This is an optimization exercise on Yosys and OpenROAD, whose aim is small area, a short achievable clock period and few clock cycles, not a production implementation. Function not checked in this run: the RTL went through the layout flow alone. No activity file was given, so power comes from the tool's default toggle rates.

`run.sh`:
```
#!/bin/bash
# synth_recipe.tcl (not shown) runs the flow's synth.tcl, then flattens the netlist and writes it again
# the make line also repeats each setting of config.mk as NAME=value (left out here)
make -C /OpenROAD-flow-scripts/flow DESIGN_CONFIG=/design/flow/config.mk WORK_HOME=/design/flow/orfs CLKGATE_MAP_FILE= SYNTH_SCRIPT=/design/flow/synth_recipe.tcl finish
```
`config.mk`:
```
export PLATFORM = sky130hd
export DESIGN_NAME = attention_score
export DESIGN_NICKNAME = attention_score
export VERILOG_FILES = /design/flow/design.v
export SDC_FILE = /design/flow/constraint.sdc
export NUM_CORES = 4
export LEC_CHECK = 0
export ABC_CLOCK_PERIOD_IN_PS = 4500
export CAP_MARGIN = 20
export CORE_MARGIN = 2
export CORE_UTILIZATION = 40
export SETUP_SLACK_MARGIN = 5
export SLEW_MARGIN = 20
```
`design.v`:
```
package att_pkg;
    typedef enum logic [1:0] {
        OP_WRITE_QUERY = 2'd0,
        OP_WRITE_KEY   = 2'd1,
        OP_RUN         = 2'd2,
        OP_READ_SCORE  = 2'd3
    } att_op_e;
endpackage
module fp16_mul (
    input  logic        clk,
    input  logic [15:0] a,
    input  logic [15:0] b,
    output logic [15:0] p
);
    function automatic logic [43:0] csa(input logic [21:0] x, input logic [21:0] y,
                                        input logic [21:0] z);
        logic [21:0] s;
        logic [21:0] c;
        s = x ^ y ^ z;
        c = ((x & y) | (x & z) | (y & z)) << 1;
        csa = {s, c};
    endfunction
    logic [10:0] ma;
    logic [10:0] mb;
    logic [21:0] pp [11];
    logic [21:0] l1 [8];
    logic [21:0] l2 [6];
    logic [21:0] l3 [4];
    logic [21:0] l4 [3];
    logic [21:0] row_s;
    logic [21:0] row_c;
    assign ma = {1'b1, a[9:0]};
    assign mb = {1'b1, b[9:0]};
    always_comb begin
        for (int i = 0; i < 11; i++) begin
            pp[i] = 22'(mb[i] ? ma : 11'd0) << i;
        end
        {l1[0], l1[1]} = csa(pp[0], pp[1], pp[2]);
        {l1[2], l1[3]} = csa(pp[3], pp[4], pp[5]);
        {l1[4], l1[5]} = csa(pp[6], pp[7], pp[8]);
        l1[6] = pp[9];
        l1[7] = pp[10];
        {l2[0], l2[1]} = csa(l1[0], l1[1], l1[2]);
        {l2[2], l2[3]} = csa(l1[3], l1[4], l1[5]);
        l2[4] = l1[6];
        l2[5] = l1[7];
        {l3[0], l3[1]} = csa(l2[0], l2[1], l2[2]);
        {l3[2], l3[3]} = csa(l2[3], l2[4], l2[5]);
        {l4[0], l4[1]} = csa(l3[0], l3[1], l3[2]);
        l4[2] = l3[3];
        {row_s, row_c} = csa(l4[0], l4[1], l4[2]);
    end
    logic [21:0] s_q;
    logic [21:0] c_q;
    logic [5:0]  e_q;
    logic        z_q;
    logic        sg_q;
    always_ff @(posedge clk) begin
        s_q  <= row_s;
        c_q  <= row_c;
        e_q  <= {1'b0, a[14:10]} + {1'b0, b[14:10]};
        z_q  <= (a[14:10] == 5'd0) || (b[14:10] == 5'd0);
        sg_q <= a[15] ^ b[15];
    end
    logic [21:0] prod;
    logic        norm;
    logic [6:0]  e_sum;
    logic [6:0]  e_res;
    logic [15:0] p_next;
    always_comb begin
        prod  = s_q + c_q;
        norm  = prod[21];
        e_sum = {1'b0, e_q} + {6'd0, norm};
        e_res = e_sum - 7'd15;
        p_next[15]    = sg_q;
        p_next[14:10] = e_res[4:0];
        p_next[9:0]   = norm ? prod[20:11] : prod[19:10];
        if (z_q || e_sum <= 7'd15) begin
            p_next[14:0] = 15'd0;
        end else if (e_res >= 7'd31) begin
            p_next[14:0] = {5'd30, 10'h3ff};
        end
    end
    always_ff @(posedge clk) begin
        p <= p_next;
    end
endmodule
module fp16_add (
    input  logic        clk,
    input  logic [15:0] a,
    input  logic [15:0] b,
    output logic [15:0] s
);
    logic [13:0] ma;
    logic [13:0] mb;
    logic [4:0]  d_ab;
    logic [4:0]  d_ba;
    logic [13:0] a_sh;
    logic [13:0] b_sh;
    logic        a_st;
    logic        b_st;
    logic        b_gt;
    logic [13:0] mx;
    logic [13:0] y_al;
    logic        sub;
    logic [14:0] sum;
    always_comb begin
        ma   = {|a[14:10], a[9:0] & {10{|a[14:10]}}, 3'b000};
        mb   = {|b[14:10], b[9:0] & {10{|b[14:10]}}, 3'b000};
        d_ab = a[14:10] - b[14:10];
        d_ba = b[14:10] - a[14:10];
        a_sh = ma >> d_ba;
        b_sh = mb >> d_ab;
        a_st = |(ma & ~(14'h3fff << d_ba));
        b_st = |(mb & ~(14'h3fff << d_ab));
        b_gt = {b[14:10], mb[12:3]} > {a[14:10], ma[12:3]};
        if (b_gt) begin
            mx   = mb;
            y_al = a_sh | {13'd0, a_st};
        end else begin
            mx   = ma;
            y_al = b_sh | {13'd0, b_st};
        end
        sub = a[15] ^ b[15];
        sum = {1'b0, mx} + ({1'b0, y_al} ^ {15{sub}}) + {14'd0, sub};
    end
    logic [14:0] sum_q;
    logic [4:0]  xe_q;
    logic        xs_q;
    logic        ys_q;
    always_ff @(posedge clk) begin
        sum_q <= sum;
        xe_q  <= b_gt ? b[14:10] : a[14:10];
        xs_q  <= b_gt ? b[15] : a[15];
        ys_q  <= b_gt ? a[15] : b[15];
    end
    logic [3:0]  lz;
    logic [14:0] sum_norm;
    logic [6:0]  e_top;
    logic [6:0]  e_res;
    logic [15:0] s_next;
    always_comb begin
        lz = 4'd15;
        for (int i = 0; i <= 14; i++) begin
            if (sum_q[i]) lz = 4'(14 - i);
        end
        sum_norm = sum_q << lz;
        e_top = {2'b00, xe_q} + 7'd1;
        e_res = e_top - {3'b000, lz};
        s_next[15]    = xs_q;
        s_next[14:10] = e_res[4:0];
        s_next[9:0]   = sum_norm[13:4];
        if (sum_q == 15'd0) begin
            s_next = {xs_q & ys_q, 15'd0};
        end else if (e_top <= {3'b000, lz}) begin
            s_next[14:0] = 15'd0;
        end else if (e_res >= 7'd31) begin
            s_next[14:0] = {5'd30, 10'h3ff};
        end
    end
    always_ff @(posedge clk) begin
        s <= s_next;
    end
endmodule
module matrix_store #(
    parameter bit CLR = 1'b0
) (
    input  logic         clk,
    input  logic         rst,
    input  logic [15:0]  ins,
    input  logic [255:0] din,
    output logic [255:0] slots
);
    logic [15:0] r [16];
    for (genvar p = 0; p < 16; p++) begin : g_slot
        logic [15:0] nx;
        assign nx = ins[p] ? din[16*p +: 16] : r[(p + 1) % 16];
        always_ff @(posedge clk) begin
            if (CLR && rst) begin
                r[p] <= {6'd0, nx[9:0]};
            end else begin
                r[p] <= nx;
            end
        end
        assign slots[16*p +: 16] = r[p];
    end
endmodule
module score_sequencer (
    input  logic         clk,
    input  logic         rst,
    input  logic [21:0]  cmd,
    input  logic         cmd_req,
    output logic         cmd_ack,
    output logic [15:0]  rsp_data,
    output logic [15:0]  q_ins,
    output logic [15:0]  k_ins,
    output logic [15:0]  s_ins,
    output logic [255:0] s_din,
    input  logic [255:0] q_slots,
    input  logic [255:0] k_slots,
    input  logic [255:0] s_slots
);
    localparam logic [3:0] PH_GO  = 4'd2;
    localparam logic [6:0] T_LAST = 7'd35;
    logic [1:0] op;
    logic [1:0] rk;
    logic [5:0] t_rdy;
    assign op = cmd[21:20];
    assign rk    = cmd[19:18] ^ cmd[17:16];
    assign t_rdy = {1'b0, rk[0], rk[1] ^ cmd[18], 2'b00, cmd[19]} + 6'd11;
    logic [3:0] ph;
    logic [3:0] ph_m1;
    logic [3:0] ph_s;
    logic       pend;
    logic       running;
    logic [6:0] t;
    logic       s_valid;
    logic       busy;
    logic       rd_ok;
    logic       accept;
    logic       start;
    assign busy  = pend | running;
    assign rd_ok = !pend && (!running || t >= {1'b0, t_rdy});
    always_comb begin
        case (op)
            2'd0:    accept = !busy && cmd[19:16] == {ph[0], ph[3], ph[2:1]};
            2'd1:    accept = !busy && cmd[19:16] == {ph_m1[0], ph_m1[3], ph_m1[2:1]};
            2'd2:    accept = !busy;
            default: accept = rd_ok;
        endcase
        accept = accept && cmd_req && !cmd_ack;
    end
    assign start = !running && (pend || (accept && op == 2'd2)) && ph == PH_GO;
    assign q_ins = {accept && op == 2'd0, 15'd0};
    assign k_ins = {accept && op == 2'd1, 15'd0};
    always_ff @(posedge clk) begin
        if (rst) begin
            ph      <= 4'd0;
            ph_m1   <= 4'd15;
            ph_s    <= 4'd14;
            cmd_ack <= 1'b0;
            pend    <= 1'b0;
            running <= 1'b0;
            t       <= '0;
            s_valid <= 1'b0;
        end else begin
            ph    <= ph + 4'd1;
            ph_m1 <= ph_m1 + 4'd1;
            ph_s  <= ph_s - 4'd1;
            if (cmd_ack) begin
                if (!cmd_req) cmd_ack <= 1'b0;
            end else if (accept) begin
                cmd_ack <= 1'b1;
            end
            if (accept && op == 2'd2) begin
                s_valid <= 1'b1;
                pend    <= 1'b1;
            end
            if (start) begin
                pend    <= 1'b0;
                running <= 1'b1;
                t       <= '0;
            end else if (running) begin
                t <= t + 7'd1;
                if (t == T_LAST) running <= 1'b0;
            end
        end
    end
    logic [15:0] qa_tap;
    logic [15:0] ka_tap;
    logic [15:0] qb_tap;
    logic [15:0] kb_tap;
    assign qa_tap = q_slots[16*13 +: 16];
    assign qb_tap = q_slots[16*5  +: 16];
    assign ka_tap = t[4] ? k_slots[16*6 +: 16] : k_slots[16*14 +: 16];
    always_comb begin
        case ({t[4], t[0]})
            2'b00:   kb_tap = k_slots[16*7  +: 16];
            2'b01:   kb_tap = k_slots[16*5  +: 16];
            2'b10:   kb_tap = k_slots[16*15 +: 16];
            default: kb_tap = k_slots[16*13 +: 16];
        endcase
    end
    logic [15:0] prod_a;
    logic [15:0] prod_b;
    logic [15:0] acc_a;
    logic [15:0] acc_b;
    logic        v1, v2, v3, v4;
    logic        first1, first2;
    logic        last1, last2, last3, last4;
    logic        k1, k2, k3, k4;
    always_ff @(posedge clk) begin
        first1 <= t[2:1] == 2'd0;
        last1  <= t[2:1] == 2'd3;
        k1     <= t[4];
        first2 <= first1;
        last2  <= last1;
        k2     <= k1;
        last3  <= last2;
        k3     <= k2;
        last4  <= last3;
        k4     <= k3;
        if (rst) begin
            v1 <= 1'b0;
            v2 <= 1'b0;
            v3 <= 1'b0;
            v4 <= 1'b0;
        end else begin
            v1 <= running && t[6:5] == 2'd0;
            v2 <= v1;
            v3 <= v2;
            v4 <= v3;
        end
    end
    fp16_mul mul_a (
        .clk (clk),
        .a   (qa_tap),
        .b   (ka_tap),
        .p   (prod_a)
    );
    fp16_mul mul_b (
        .clk (clk),
        .a   (qb_tap),
        .b   (kb_tap),
        .p   (prod_b)
    );
    fp16_add add_a (
        .clk (clk),
        .a   (first2 ? 16'h0000 : acc_a),
        .b   (prod_a),
        .s   (acc_a)
    );
    fp16_add add_b (
        .clk (clk),
        .a   (first2 ? 16'h0000 : acc_b),
        .b   (prod_b),
        .s   (acc_b)
    );
    function automatic logic [15:0] half(input logic [15:0] v);
        half = (v[14:10] <= 5'd1) ? {v[15], 15'd0} : {v[15], v[14:10] - 5'd1, v[9:0]};
    endfunction
    always_comb begin
        s_din = '0;
        s_din[16*0  +: 16] = half(acc_a);
        s_din[16*2  +: 16] = half(acc_a);
        s_din[16*12 +: 16] = half(acc_b);
        s_din[16*14 +: 16] = half(acc_b);
        s_ins     = '0;
        s_ins[0]  = v4 && last4 && !k4;
        s_ins[2]  = v4 && last4 && k4;
        s_ins[12] = v4 && last4 && !k4;
        s_ins[14] = v4 && last4 && k4;
    end
    logic [3:0] s_slot;
    assign s_slot = {cmd[18], rk, cmd[19]} + ph_s;
    always_ff @(posedge clk) begin
        rsp_data <= s_valid ? s_slots[16*s_slot +: 16] : 16'h0000;
    end
endmodule
`timescale 1ns/1ns
module attention_score (
    input  logic               clk,
    input  logic               rst,
    input  logic [21:0]        cmd,
    input  logic               cmd_req,
    output logic               cmd_ack,
    output logic [15:0]        rsp_data
);
    logic [15:0]  q_ins;
    logic [15:0]  k_ins;
    logic [15:0]  s_ins;
    logic [255:0] s_din;
    logic [255:0] q_slots;
    logic [255:0] k_slots;
    logic [255:0] s_slots;
    matrix_store #(.CLR(1'b1)) q_i (
        .clk   (clk),
        .rst   (rst),
        .ins   (q_ins),
        .din   ({16{cmd[15:0]}}),
        .slots (q_slots)
    );
    matrix_store #(.CLR(1'b1)) k_i (
        .clk   (clk),
        .rst   (rst),
        .ins   (k_ins),
        .din   ({16{cmd[15:0]}}),
        .slots (k_slots)
    );
    matrix_store #(.CLR(1'b0)) s_i (
        .clk   (clk),
        .rst   (rst),
        .ins   (s_ins),
        .din   (s_din),
        .slots (s_slots)
    );
    score_sequencer seq_i (
        .clk      (clk),
        .rst      (rst),
        .cmd      (cmd),
        .cmd_req  (cmd_req),
        .cmd_ack  (cmd_ack),
        .rsp_data (rsp_data),
        .q_ins    (q_ins),
        .k_ins    (k_ins),
        .s_ins    (s_ins),
        .s_din    (s_din),
        .q_slots  (q_slots),
        .k_slots  (k_slots),
        .s_slots  (s_slots)
    );
endmodule
```
`constraint.sdc`:
```
create_clock -name core_clock -period 10.5 [get_ports {clk}]
set_input_delay 2.1000 -clock core_clock [delete_from_list [all_inputs] [get_ports {clk}]]
set_output_delay 2.1000 -clock core_clock [all_outputs]
set_load 0.01 [all_outputs]
```
==> run_results.csv <==
group,metric,value,unit
synth,synth-simple-area-share,0.142,
sta,tightestPinTransition,1120,ps
routing,drt-pass1-iter-count,6,
routing,vias,27400,
grt,grtUsageMet1,0.230,
sta,clock_skew,48.4,ps
cts,cts_tree,"done",
synth,synthCells,4007,
grt,grt_max_degree,122,
flow_run,drv_cap,0,
grt,antenna_found_initial,1,
routing,drc,0,
placed_design,gp_congestion,0.869,
layout,drive_gt1_frac,0.0975,
grt,grtUsageMet2,0.278,
routing,routed_wl,89900,um
sta,slew_headroom,0.245,
setup_path,worstSetupStartpointType,"flop",
synth,synth_xor_xnor_area_share,0.0281,
cts,clock_latency,690,ps
grt,grt_first_pass_wirelength,148000,um
die,dieArea,108000,um^2
power,power.density,169,nW/um^2
power,irDropWorstVdd,0.000149,V
synth,yosysTopAreaCell,"dfxtp_1",
synth,muxShareOfSynthArea,0.0901,
cts,clock_path_buffers,3,
sta,rsz0062_at_grt,"true",
sta,fin_crit_sh,0.489,
synth,syn_area,42200,um^2
sta,finalSetupViolCount,0,
layout,area_growth,12.9,%
grt,grt_util_all_layers,0.169,
grt,grt-ovfl-total,0,
sta,drv_slew,0,
setup_path,cp_common_cell,"a21oi_1",
setup_path,crit_chain,"clkinvlp_4 > buf_4 > nand2_1 > inv_1 > ha_1 > and3b_1 > or3_1 > and2_4 > a2111oi_0 > a21oi_1 > nor3_1 > a21oi_1 > xnor2_1 > ha_1 > o21ai_0 > nand2b_1 > nand2_1 > nor3_1 > and3_1 > nor3_2 > a21oi_1 > a21o_1 > a21oi_1 > xnor2_1",
worst_hold_path,holdPathStages,0,
routing,antenna_left,0,
synth,synth_compound_area_frac,0.0844,
setup_path,slowest_delay,430,ps
layout,nets,4411,
synth,synth_top_family_by_area,"simple AND/OR/NAND/NOR gates",
synth,ys_types,84,
cts,h-tree-depth,3,
synth,synth_common_cells,"1,007 x dfxtp_1, 386 x nand2_1, 258 x inv_1",
synth,synth_area_leaders,"dfxtp_1 48%, fa_1 8.4%, ha_1 5.5%",
setup_path,critPathMaxFanout,15,
sta,max_freq,195,MHz
worst_hold_path,hold_path_class,"flop to flop",
routing,first_iter_violations,1681,
die,core,105000,um^2
die,chipHeight,329,um
outcome,outcome,"no timing/DRC/antenna violations",
layout,fillers,9802,
synth,synth_edf_count,0,
synth,synth-main-ff-cell,"dfxtp_1",
die,rows,119,
synth,synth-async-reset-ratio,0,
setup_path,crit_type,"flop to flop",
die,initial_core_util,0.402,
sta,fin_setup_tns,0,ps
sta,finalHoldViolations,0,
synth,syn_area_per_cell,10.5,um^2
synth,seq_area_frac_synth,0.477,
setup_path,cpMaxStageDelayCell,"a2111oi_0",
placed_design,hpwl,63100,um
cts,cts.clk_slew.worst_paths,70,ps
power,power.leakage,0.0196,uW
synth,yosys.area_share.adder,0.139,
setup_path,worstPathRequired,11120,ps
sta,fin_crit,5140,ps
setup_path,worst_r2r_path_depth,24,
synth,synth_top_cell_area_share,0.477,
synth,yosys_warnings,12,
cts,cts_root_buffer,"clkbuf_16",
cts,cts_sinks,1007,
grt,gr-usage-met3,0.0238,
grt,grt_pass1_vias,27600,
cts,cts_buffers,98,
setup_path,crit_path_end_kind,"flop",
synth,ys_seq_elements,1007,
routing,viasPerCell,4.99,
setup_path,cp.arrival,5750,ps
layout,reg.largest.list,"k_i.r x256, q_i.r x256, s_i.r x256",
synth,yosysMostFrequentCell,"dfxtp_1",
synth,syn_nets,4394,
routing,routedWlPerCell,16.4,um
layout,antenna_cells,0,
die,ios,42,
die,die_w,329,um
grt,grt_busiest_layer,"met2",
placed_design,port_buffers,41,
layout,final_util,0.454,
==> cells in the final DEF, fill, tap and decap left out, types with 13 or more instances in the layout <==
master           instances
dfxtp_1               1004
nand2_1                385
inv_1                  257
nor2_1                 252
nor2b_1                222
ha_1                   181
o21ai_0                180
fa_1                   174
a21oi_1                153
mux2i_1                110
clkbuf_16               98
mux4_2                  91
xnor2_1                 85
nand3_1                 66
and2_1                  58
nor3_1                  56
mux2_2                  54
xor2_1                  41
clkdlybuf4s50_1         40
buf_4                   39
nand2b_1                33
and3_1                  31
clkbuf_1                27
a21o_1                  26
nand3b_1                25
nand4_1                 23
o22ai_1                 21
a31oi_1                 19
o211ai_1                17
o31ai_1                 16
o21a_1                  15
bufinv_16               15
clkinv_2                14
a22oi_1                 13
==> repair_timing <==
action / CTS / global route
cloned: 0 / 1
setup buffers: 0 / 6
resized for setup: 1 / 32
endpoints found under the setup margin: 1 / 28
hold buffers: 0 / 0
pin swaps: 0 / 2
==> cells by family after synthesis <==
| group | count (synthesis) |
|---|---|
| muxes | 259 |
| xor gates and xnor gates | 133 |
| AOI/OAI and AO/OA | 580 |
| buffers and inverters | 441 |
| adders and majority gates | 362 |
| and+or+nand+nor | 1225 |
| DFF | 1007 |
==> worst paths after layout <==
kind         slack [ps]          from                     to
min reg2reg         280   q_i.r[3][0]            q_i.r[2][0]
max                5360  seq_i.first2  seq_i.add_b.sum_q[11]
min                 280   q_i.r[3][0]            q_i.r[2][0]
max reg2reg        5360  seq_i.first2  seq_i.add_b.sum_q[11]
==> layout make-up <==
class                      count  area (um^2)  area share
clock inverter                41          708      0.0149
timing repair buffer          84          752      0.0158
multi-input combinational   2560        20600       0.432
tap                         1391         1740      0.0365
clock buffer                 136         2710      0.0567
inverter                     273         1030      0.0216
sequential                  1007        20200       0.423
==> stage by stage <==
stage | std cells | area (um^2) | power [uW] | setup slack, ps | hold WS (ps)
after floorplan | 4007 | 42200 | 4340 | 5550 | 310
after global placement | 5308 | 44100 | 4480 | 4860 | 310
after detailed placement | 5308 | 44100 | 4490 | 4840 | 312
after CTS | 5485 | 47500 | 8160 | 5120 | 283
after global routing | 5492 | 47700 | 8380 | 4860 | 280
final | 5492 | 47700 | 8050 | 5360 | 282
==> report_power, final <==
group	internal, uW	leakage (uW)	switching (uW)
clock network	2180	0.00166	1470
logic	170	0.00976	261
registers	3920	0.00815	45.6
==> routing by layer <==
layer  vias to the layer above  share of wire
met2                       475           0.46
met5                         -              0
met3                       154          0.036
li1                      13600              -
met4                         0          0.026
met1                     13200           0.47
==> worst max-delay path, delay by kind of cell, from the launching register on <==
family	cells	cell delay (ps)
AOI/OAI and AO/OA	7	1210
xor gates and xnor gates	2	280
adders and majority gates	2	710
buffers and inverters	3	470
DFF	1	420
and+or+nand+nor	10	1970

==> what the ideal ports hide <==
No port has a modelled driver above. Below, the same layout with a new extraction and two added sets of constraints.
Step 1 sets driving cells, clkbuf_16 on the clock port and buf_2 on the other inputs (assumed; they add their load-dependent delay and slew).
Step 2, shift: input delay + t, output delay - t, t = (earliest + latest rising clock arrival at the registers) / 2. This alone moves slack from input paths to output paths.
a / b / c = ideal / step 1 / step 2; a / b = the first two.
shift t [ns]: 0.738
setup slack, ns: 5.364 / 5.364 / 4.877
worst register clock-pin slew, ns: 0.07 / 0.07
worst slew at a driven data input, ns: 0.06
After both steps setup and hold are still met in this run. The setup slack of this run moves by 0.000 ns with the drivers and by -0.487 ns with both steps.
